Context: an optimization exercise on an open-source flow, tuned for small area and a short achievable clock period. The choices shown serve that exercise and are no tape-out recipe. Function not checked in this run: the RTL went through the layout flow alone. Power figures rest on the tool's default switching activity, not on a simulated workload.

`design/flow/config.mk`:
```
export PLATFORM = sky130hd
export DESIGN_NAME = eth_switch_2p
export DESIGN_NICKNAME = eth_switch_2p
export VERILOG_FILES = /design/flow/design.v
export SDC_FILE = /design/flow/constraint.sdc
export NUM_CORES = 4
export LEC_CHECK = 0
export CAP_MARGIN = 20
export CORE_MARGIN = 2
export CORE_UTILIZATION = 55
export SETUP_SLACK_MARGIN = 3.8
export SLEW_MARGIN = 20
export TNS_END_PERCENT = 60
```
`design/flow/constraint.sdc`:
```
create_clock -name core_clock -period 6.5 [get_ports {clk}]
set_input_delay 1.3000 -clock core_clock [delete_from_list [all_inputs] [get_ports {clk}]]
set_output_delay 1.3000 -clock core_clock [all_outputs]
set_load 0.01 [all_outputs]
```
`design/flow/design.v`:
```
package eth_sw_pkg;
    typedef logic [31:0] eth_word_t;
    typedef struct packed {
        logic      eop;
        eth_word_t data;
    } fifo_entry_t;
    typedef enum logic [1:0] {IDLE, SEND, GAP} egress_state_e;
    typedef enum logic {PORT_A, PORT_B} port_sel_e;
    localparam eth_word_t ADDR_A_DEF        = 32'hA0A0_A0A0;
    localparam eth_word_t ADDR_B_DEF        = 32'hB0B0_B0B0;
    localparam int        FIFO_DEPTH_DEF    = 32;
    localparam int        MAX_PKT_WORDS_DEF = 16;
endpackage
module eth_pkt_fifo
#(
    parameter eth_sw_pkg::eth_word_t ADDR_A        = eth_sw_pkg::ADDR_A_DEF,
    parameter eth_sw_pkg::eth_word_t ADDR_B        = eth_sw_pkg::ADDR_B_DEF,
    parameter int        FIFO_DEPTH    = eth_sw_pkg::FIFO_DEPTH_DEF,
    parameter int        MAX_PKT_WORDS = eth_sw_pkg::MAX_PKT_WORDS_DEF
) (
    input  logic        clk,
    input  logic        rst_n,
    input  logic        in_valid,
    input  logic [31:0] in_data,
    input  logic        pop,         
    output logic [31:0] rd_data,     
    output logic        h_dest,      
    output logic        h_single,    
    output logic        pkt_avail,
    output logic        drop
);
    localparam int AW = $clog2(FIFO_DEPTH);
    localparam int WW = $clog2(MAX_PKT_WORDS + 1);
    localparam logic [AW:0]   MAX_USED = FIFO_DEPTH - MAX_PKT_WORDS;   
    localparam logic [WW-1:0] MAX_W    = MAX_PKT_WORDS;
    logic [31:0]   mem [0:FIFO_DEPTH-1];
    logic [AW:0]   wr_ptr, rd_ptr, cmt_ptr, used, wr_inc, rd_inc;
    logic [AW-1:0] hdr_ptr;
    logic [WW-1:0] wcnt;
    logic          prev_valid, storing, hdr_dest, room, avail;
    logic          sop, match_a, match_b, is_b, admit, pay_ok, pay, commit, wr_en;
    logic [5:0]    hrec;
    logic [31:0]   wdata;
    logic [FIFO_DEPTH-1:0] wr_dec, hdr_dec, rd_dec, we;
    always_comb begin
        match_a = (in_data == ADDR_A);
        match_b = (in_data == ADDR_B);
        is_b    = |((in_data ^ ADDR_A) & (ADDR_A ^ ADDR_B));
        sop     = in_valid & ~prev_valid;
        admit   = sop & (match_a | match_b) & room;
        pay_ok  = storing & (wcnt < MAX_W);
        pay     = in_valid & pay_ok;
        commit  = ~in_valid & storing;
        drop    = sop & ~admit;
        wr_en   = admit | pay;
        hrec    = {4'(wcnt - 2'd2), (wcnt == WW'(1)), hdr_dest};
        wdata   = {in_data[31:6], in_valid ? in_data[5:0] : hrec};   
    end
    always_comb begin
        for (int i = 0; i < FIFO_DEPTH; i++) begin
            wr_dec[i]  = pay_ok & (wr_ptr[AW-1:0] == AW'(i));
            hdr_dec[i] = storing & (hdr_ptr == AW'(i));
            we[i]      = in_valid ? wr_dec[i] : hdr_dec[i];
        end
    end
    always_ff @(posedge clk) begin
        for (int i = 0; i < FIFO_DEPTH; i++) begin
            if (we[i])     mem[i][5:0]  <= wdata[5:0];
            if (wr_dec[i]) mem[i][31:6] <= in_data[31:6];
        end
    end
    always_ff @(posedge clk) begin
        if (admit) begin
            hdr_ptr  <= wr_ptr[AW-1:0];
            hdr_dest <= is_b;
            wcnt     <= WW'(1);
        end else if (pay) begin
            wcnt <= wcnt + 1'b1;
        end
    end
    logic [1:0] nxt_rec;
    always_comb begin
        rd_data = '0;
        nxt_rec = '0;
        for (int i = 0; i < FIFO_DEPTH; i++) begin
            rd_data = rd_data | ({32{rd_dec[i]}} & mem[i]);
            nxt_rec = nxt_rec | ({2{rd_dec[i]}} & mem[(i + 1) % FIFO_DEPTH][1:0]);
        end
    end
    assign wr_inc = wr_ptr + 1'b1;
    assign rd_inc = rd_ptr + 1'b1;
    logic hit_cur, hit_nxt;
    assign hit_cur = (hdr_ptr == rd_ptr[AW-1:0]);
    assign hit_nxt = (hdr_ptr == rd_inc[AW-1:0]);
    logic [1:0] h_stay, h_move, h_new;
    assign h_new  = {(wcnt == WW'(1)), hdr_dest};
    assign h_stay = (commit & hit_cur) ? h_new : {h_single, h_dest};
    assign h_move = (commit & hit_nxt) ? h_new : nxt_rec;
    always_ff @(posedge clk) begin
        {h_single, h_dest} <= pop ? h_move : h_stay;
    end
    logic le_dn, le_eq, ne_cc, ne_ci, ne_wc, ne_wi;
    assign used  = wr_ptr - rd_ptr;
    assign le_eq = (used <= MAX_USED);
    assign le_dn = (used <= MAX_USED + 1'b1);     
    assign ne_cc = (cmt_ptr != rd_ptr);
    assign ne_ci = (cmt_ptr != rd_inc);
    assign ne_wc = (wr_ptr  != rd_ptr);
    assign ne_wi = (wr_ptr  != rd_inc);
    always_ff @(posedge clk or negedge rst_n) begin
        if (!rst_n) begin
            wr_ptr     <= '0;
            rd_ptr     <= '0;
            cmt_ptr    <= '0;
            rd_dec     <= FIFO_DEPTH'(1);
            room       <= 1'b1;
            avail      <= 1'b0;
            prev_valid <= 1'b1;
            storing    <= 1'b0;
        end else begin
            prev_valid <= in_valid;
            if (wr_en) wr_ptr <= wr_inc;
            if (pop) begin
                rd_ptr <= rd_inc;
                rd_dec <= {rd_dec[FIFO_DEPTH-2:0], rd_dec[FIFO_DEPTH-1]};
            end
            if (commit) cmt_ptr <= wr_ptr;
            if (admit)       storing <= 1'b1;
            else if (commit) storing <= 1'b0;
            room <= pop ? le_dn : le_eq;
            case ({commit, pop})
                2'b10:   avail <= ne_wc;
                2'b11:   avail <= ne_wi;
                2'b01:   avail <= ne_ci;
                default: avail <= ne_cc;
            endcase
        end
    end
    assign pkt_avail = avail;
endmodule
module eth_switch_2p
#(
    parameter eth_sw_pkg::eth_word_t ADDR_A        = eth_sw_pkg::ADDR_A_DEF,
    parameter eth_sw_pkg::eth_word_t ADDR_B        = eth_sw_pkg::ADDR_B_DEF,
    parameter int        FIFO_DEPTH    = eth_sw_pkg::FIFO_DEPTH_DEF,
    parameter int        MAX_PKT_WORDS = eth_sw_pkg::MAX_PKT_WORDS_DEF
) (
    input  logic        clk,
    input  logic        rst_n,
    input  logic        Ain,
    input  logic [31:0] inDataA,
    input  logic        Bin,
    input  logic [31:0] inDataB,
    output logic        Aout,
    output logic [31:0] outDataA,
    output logic        Bout,
    output logic [31:0] outDataB,
    output logic [15:0] drop_cnt_a,
    output logic [15:0] drop_cnt_b
);
    logic [1:0]       pop, pkt_avail, drop, h_dest, h_single, busy;
    logic [1:0][31:0] rd_data;
    logic [1:0][31:0] port_addr;
    logic [1:0][1:0]  cand;
    logic [1:0]       contend, gnt_v, gnt, grant, idle, last;
    logic [1:0]       send_q, gap_q;    
    logic [1:0][3:0]  rem_q;
    logic [1:0]       sel_q;
    logic [1:0]       rr_q;
    logic [1:0]       out_v;
    logic [1:0][31:0] out_d;
    logic [1:0][15:0] dcnt;
    assign port_addr[0] = ADDR_A;
    assign port_addr[1] = ADDR_B;
    for (genvar f = 0; f < 2; f++) begin : g_ing
        eth_pkt_fifo #(
            .ADDR_A(ADDR_A), .ADDR_B(ADDR_B),
            .FIFO_DEPTH(FIFO_DEPTH), .MAX_PKT_WORDS(MAX_PKT_WORDS)
        ) u_fifo (
            .clk(clk), .rst_n(rst_n),
            .in_valid((f == 0) ? Ain : Bin),
            .in_data((f == 0) ? inDataA : inDataB),
            .pop(pop[f]),
            .rd_data(rd_data[f]), .h_dest(h_dest[f]), .h_single(h_single[f]),
            .pkt_avail(pkt_avail[f]), .drop(drop[f])
        );
    end
    always_comb begin
        for (int f = 0; f < 2; f++) begin
            busy[f] = (send_q[0] & (sel_q[0] == f[0])) | (send_q[1] & (sel_q[1] == f[0]));
        end
        for (int p = 0; p < 2; p++) begin
            idle[p] = ~send_q[p] & ~gap_q[p];
            for (int f = 0; f < 2; f++) begin
                cand[p][f] = pkt_avail[f] & ~busy[f] & (h_dest[f] == p[0]);
            end
            contend[p] = &cand[p];
            gnt_v[p]   = |cand[p];
            gnt[p]     = contend[p] ? rr_q[p] : ~cand[p][0];
            grant[p]   = idle[p] & gnt_v[p];
            last[p]    = idle[p] ? h_single[gnt[p]] : (rem_q[p] == 4'd0);
        end
        for (int f = 0; f < 2; f++) begin
            pop[f] = busy[f] | (grant[0] & (gnt[0] == f[0])) | (grant[1] & (gnt[1] == f[0]));
        end
    end
    always_ff @(posedge clk or negedge rst_n) begin
        if (!rst_n) begin
            send_q <= '0;
            gap_q  <= '0;
            sel_q  <= '0;
            rr_q   <= '0;
        end else begin
            for (int p = 0; p < 2; p++) begin
                send_q[p] <= (grant[p] | send_q[p]) & ~last[p];
                gap_q[p]  <= (grant[p] | send_q[p]) & last[p];
                if (grant[p]) sel_q[p] <= gnt[p];
                if (idle[p] && contend[p]) rr_q[p] <= ~rr_q[p];
            end
        end
    end
    always_ff @(posedge clk) begin
        for (int p = 0; p < 2; p++) begin
            if (grant[p])       rem_q[p] <= rd_data[gnt[p]][5:2];
            else if (send_q[p]) rem_q[p] <= rem_q[p] - 1'b1;
        end
    end
    logic [1:0][15:0] dcnt_inc;
    logic [1:0]       dcnt_full;
    always_comb begin
        for (int p = 0; p < 2; p++) begin
            dcnt_full[p] = &dcnt[p];
            for (int i = 0; i < 16; i++) begin
                dcnt_inc[p][i] = dcnt[p][i] ^ ((dcnt[p] & ((16'd1 << i) - 16'd1)) == ((16'd1 << i) - 16'd1));
            end
        end
    end
    always_ff @(posedge clk or negedge rst_n) begin
        if (!rst_n) begin
            out_v <= '0;
            out_d <= '0;
            dcnt  <= '0;
        end else begin
            for (int p = 0; p < 2; p++) begin
                out_v[p] <= grant[p] | send_q[p];
                out_d[p] <= grant[p] ? port_addr[p] : (send_q[p] ? rd_data[sel_q[p]] : '0);
                if (drop[p] && !dcnt_full[p]) dcnt[p] <= dcnt_inc[p];
            end
        end
    end
    assign Aout       = out_v[0];
    assign outDataA   = out_d[0];
    assign Bout       = out_v[1];
    assign outDataB   = out_d[1];
    assign drop_cnt_a = dcnt[0];
    assign drop_cnt_b = dcnt[1];
endmodule
```
`design/flow/flow/run.sh`:
```
#!/bin/bash
# The standard layout (the standard.sh, all steps), with these changes:
#  - port buffers of a plain buffer cell instead of the flow's default pick;
#  - clock tree synthesis without dummy loads and with larger sink clusters;
#  - pins grouped by port: each ingress and each egress on its own side of the die (io.tcl).
set -euo pipefail
bash standard.sh \
  "BUFFER_PORTS_ARGS=-buffer_cell sky130_fd_sc_hd__buf_4" \
  "CTS_ARGS=-sink_clustering_enable -repair_clock_nets -dont_use_dummy_load -sink_clustering_size 24 -sink_clustering_max_diameter 80" \
  "PRE_IO_PLACEMENT_TCL=$PWD/flow/io.tcl" \
  finish > make_finish.log 2>&1
```
`design/flow/flow/io.tcl`:
```
# Pin sides: each ingress on its own side, each egress (with its drop counter) on its own.
proc my_bus {name width} {
  set l {}
  for {set i 0} {$i < $width} {incr i} { lappend l "${name}\[$i\]" }
  return $l
}
set_io_pin_constraint -pin_names [concat {Ain} [my_bus inDataA 32]] -region left:*
set_io_pin_constraint -pin_names [concat {Bin} [my_bus inDataB 32]] -region right:*
set_io_pin_constraint -pin_names [concat {Aout} [my_bus outDataA 32] [my_bus drop_cnt_a 16]] -region top:*
set_io_pin_constraint -pin_names [concat {Bout} [my_bus outDataB 32] [my_bus drop_cnt_b 16]] -region bottom:*
```
`design/flow/standard.sh`:
```
#!/bin/bash
# synth_recipe.tcl (not shown) runs the flow's synth.tcl, then flattens the netlist and writes it again
# the make line also repeats each setting of config.mk as NAME=value (left out here)
make -C /OpenROAD-flow-scripts/flow DESIGN_CONFIG=/design/flow/config.mk WORK_HOME=/design/flow/orfs CLKGATE_MAP_FILE= SYNTH_SCRIPT=/design/flow/synth_recipe.tcl "${@:-finish}"
```
==> summary.md <==
| Metric | Value |
|---|---|
| Later-pin clock latency in the skew report | 790 ps |
| Nets | 5468 |
| IO Pins | 166 |
| CP Cell Sequence | buf_4, nor4bb_1, nand4_1, a2111oi_4, buf_6, buf_8, a211oi_4, buf_6, mux2_4 |
| Met2 Use GR | 63.1% |
| FILL cells | 11300 |
| Seq/Total Area, Yosys | 78.7% |
| Initial DRC Count | 8548 |
| Pre-CTS setup slack | 1780 ps |
| CTS H-tree lvls | 3 |
| Post-synth EDFFs | 2072 |
| RSZ-0062 raised after global routing | yes |
| Initial antenna violation count | 25 |
| Crit path DAT | 3620 ps |
| Row Count | 145 |
| GR Util met3 | 8.35% |
| Setup CP Type | in -> reg |
| Final Skew | 63.5 ps |
| Period Utilization, post-route | 46.0% |
| Clock slew seen by the registers of the worst setup and hold paths | 70 ps |
| CTS Buf Count | 115 |
| Design area | 96400 µm² |
| Drc violations | 0 |
| Pwr dens | 290 nW/µm² |
| Synthesized instance count | 5127 |
| Syn_area_per_cell | 16.8 µm² |
| Crit. End Element | flip-flop |
| Die width | 400 µm |
| Max Cap Viol | 0 |
| Syn nets | 5239 |
| WP buf/inv | 4 |
| Slew Viols, Final | 0 |
| Via count | 54800 |
| Cts hold-fix bufs | 0 |
| CTS tree | done |
| Dpl hpwl | 174 mm |
| First-pass GRT wire length | 425 mm |
| Leading register cell type out of synthesis | edfxtp_1 |
| Crit-path slowest cell | nand4_1 |
| Synth Warn # | 3 |
| Post-Syn Area | 86100 µm² |
| Area share of the largest cell type after synthesis | 72.3% |
| Max FO, Critical Path | 33 |
| Post-layout util | 61.8% |
| Final ANT Viol Nets | 0 |
| Die area | 160000 µm² |
| Count leader, synth | edfxtp_1 |
| Setup total negative slack | 0 ps |
| Gpl congestion | 0.971 |
| WL final | 316 mm |
| Gr ovfl total | 0 |
| DRT Pass-1 Iters | 6 |
| Synth area leaders | edfxtp_1, a22oi_1, dfrtp_1, a221oi_1, a22o_1 |
| Synth area leader | edfxtp_1 |
| Die Span Y | 400 µm |
| Total leakage power | 31.2 nW |
| Clk buf depth | 3 |
| Min Tclk post-route | 2990 ps |
| Fmax | 0.335 GHz |
| M1 GR Usage | 51.0% |
| DP Area | 90700 µm² |
| Async SR Flop Fraction | 9.32% |
| IO Port Bufs | 165 |
| CTS Sinks | 2296 |
| Largest net degree at the start of global routing | 143 |
| Share of layout cells above drive strength 1 | 17.7% |
| Hold Crit Class | reg -> reg |
| Initial Util | 55.2% |
| Synthesis-stage register bit count | 2296 |
| Area growth syn-to-layout | 12.0% |
| Synth cell types | 78 |
| Avg WL per Cell | 42.5 µm |
| Status | finished clean |
| Final WS setup | 3510 ps |
| Delay of the slowest critical-path stage | 450 ps |
| Most frequent CP cell | buf_6 |
| Worst endpoint required time | 7130 ps |
| Vias in the first global route | 50800 |
| Slew HR | 19.4% |
| Core area | 156000 µm² |
| Final Hold Viols | 0 |
| Crit start category | input port |
| Top Usage Layer GRT | met2 |
| Gr usage total | 39.5% |
| VDD IR max | 0.000278 V |
| Root Driver | clkbuf_16 |
| Most common library cells after synthesis | edfxtp_1, a22oi_1, nand2_1 |
| Final Setup Violations | 0 |
| Worst-margin pin slew | 1210 ps |
| Mean number of vias per cell | 7.37 |
| Family with the most delay on the worst path | buffers and inverters |
-- worst paths after layout --
kind | to | slack, ps | depth (start not counted) | from
setup / recovery | dcnt[18] | 3510 | 9 | inDataB[31]
hold / removal | dcnt[27] | 500 | 1 | dcnt[27]
setup reg to reg | g_ing[1].u_fifo.mem[19][0] | 3560 | 3 | g_ing[1].u_fifo.storing
hold reg to reg | dcnt[27] | 500 | 1 | dcnt[27]
max in group asynchronous | dcnt[0] | 4550 | 2 | rst_n
min in group asynchronous | dcnt[15] | 530 | 1 | rst_n
-- sequential cells by signal (all words and copies together) (netlist names) --
name / cells
gap_q: 2
g_ing.u_fifo.hdr_ptr: 10
g_ing.u_fifo.hdr_dest: 2
g_ing.u_fifo.room: 2
sel_q: 2
g_ing.u_fifo.h_single: 2
rem_q: 8
g_ing.u_fifo.avail: 2
g_ing.u_fifo.cmt_ptr: 12
dcnt: 32
g_ing.u_fifo.prev_valid: 2
out_d: 64
g_ing.u_fifo.storing: 2
g_ing.u_fifo.rd_ptr: 12
g_ing.u_fifo.wcnt: 10
out_v: 2
rr_q: 2
g_ing.u_fifo.rd_dec: 64
g_ing.u_fifo.wr_ptr: 12
g_ing.u_fifo.mem: 2048
send_q: 2
g_ing.u_fifo.h_dest: 2
-- final cells by class --
class	count	area, µm²	area share, %
multi-input cells	2462	18600	19.3
repair buffers	444	4200	4.36
flip-flops and latches	2296	68000	70.5
well taps	2058	2570	2.67
inverters	37	139	0.144
diodes	25	62.6	0.0649
clock buffers	115	2880	2.99
-- per-stage QoR --
stage | hold WS [ps] | std cells | total power, mW
2_1_floorplan | 455 | 5127 | 18.6
3_3_place_gp | 477 | 7193 | 20.1
3_5_place_dp | 485 | 7194 | 20.1
4_1_cts | 494 | 7380 | 27.8
5_1_grt | 521 | 7426 | 28.6
6_report | 496 | 7437 | 27.9
-- power breakdown --
part / internal (mW) / switching, mW
sequential: 16.4 / 0.424
combinational: 1.27 / 2.29
clock: 3.14 / 4.41
-- placed cells by master (no fill, tap or decap), types with 20 or more instances in the layout --
cell type  netlist  final
dfrtp_4          0     31
dfrtp_1        208    124
nor2_4           1     61
a22oi_1        699    693
clkbuf_16        0    115
nor3_1          43     20
edfxtp_1      2072   2072
nand4_1        181    181
diode_2          0     25
o21ai_0         72     45
or4_4            2     29
nand3_1        111    102
xnor2_1         68     61
nor2_1         146     81
o22ai_2          0     39
buf_4            1    332
inv_1           36     36
buf_12           0     20
xor2_1          34     34
dfrtp_2          0     53
a221oi_1       199    189
a211oi_1        42     32
a22o_1         198    198
nand2_1        315    303
ha_1            42     42
o22ai_1         64     25
buf_6            0     68
-- logic make-up after synthesis --
family | after synthesis | synth area share (%)
adders and majority gates | 44 | 0.657
xor gates and xnor gates | 104 | 1.09
DFF | 2296 | 78.7
muxes | 22 | 0.275
and+or+nand+nor | 945 | 5.49
buffers and inverters | 372 | 1.64
AOI/OAI and AO/OA | 1344 | 12.1
-- worst reg2reg max path: cells and delay by family (launching register included) --
family          cells  cell delay [ps]
flops               1              430
simple gates        2             1130
compound gates      1              970
-- per-layer routing --
metal / part of all wire (%) / vias up
li1: - / 21300
met1: 35 / 28500
met2: 47 / 4180
met3: 11 / 846
met4: 6.6 / 20
met5: 0.034 / -
-- timing repair --
action / in CTS / in global routing
gates cloned: 8 / 0
endpoints found under the setup margin: 520 / 586
buffers inserted: 63 / 31
resized for setup: 265 / 123
pin swaps: 28 / 20

## static timing again, ports no longer ideal
No port has a modelled driver above. Below, the same layout with a new extraction and two added sets of constraints. Step 1 sets driving cells, clkbuf_16 on the clock port and buf_2 on the other inputs (assumed; they add their load-dependent delay and slew). Step 2 also shifts input and output timing later by t, the mid clock arrival at the registers, as if the neighbouring blocks saw the same clock. a / b / c = no drivers / after step 1 / after step 2; a / b = the first two.
t, ns: 0.854
slack for setup (ns): 3.512 / 3.480 / 2.626
hold slack, ns: 0.496 / 0.486 / 0.496
worst register clock-pin slew, ns: 0.10 / 0.10
worst data-port slew with drivers (ns): 0.24
After both steps setup and hold are still met in this run. For this run, drivers alone change the setup slack by -0.032 ns; drivers and shift together by -0.886 ns.
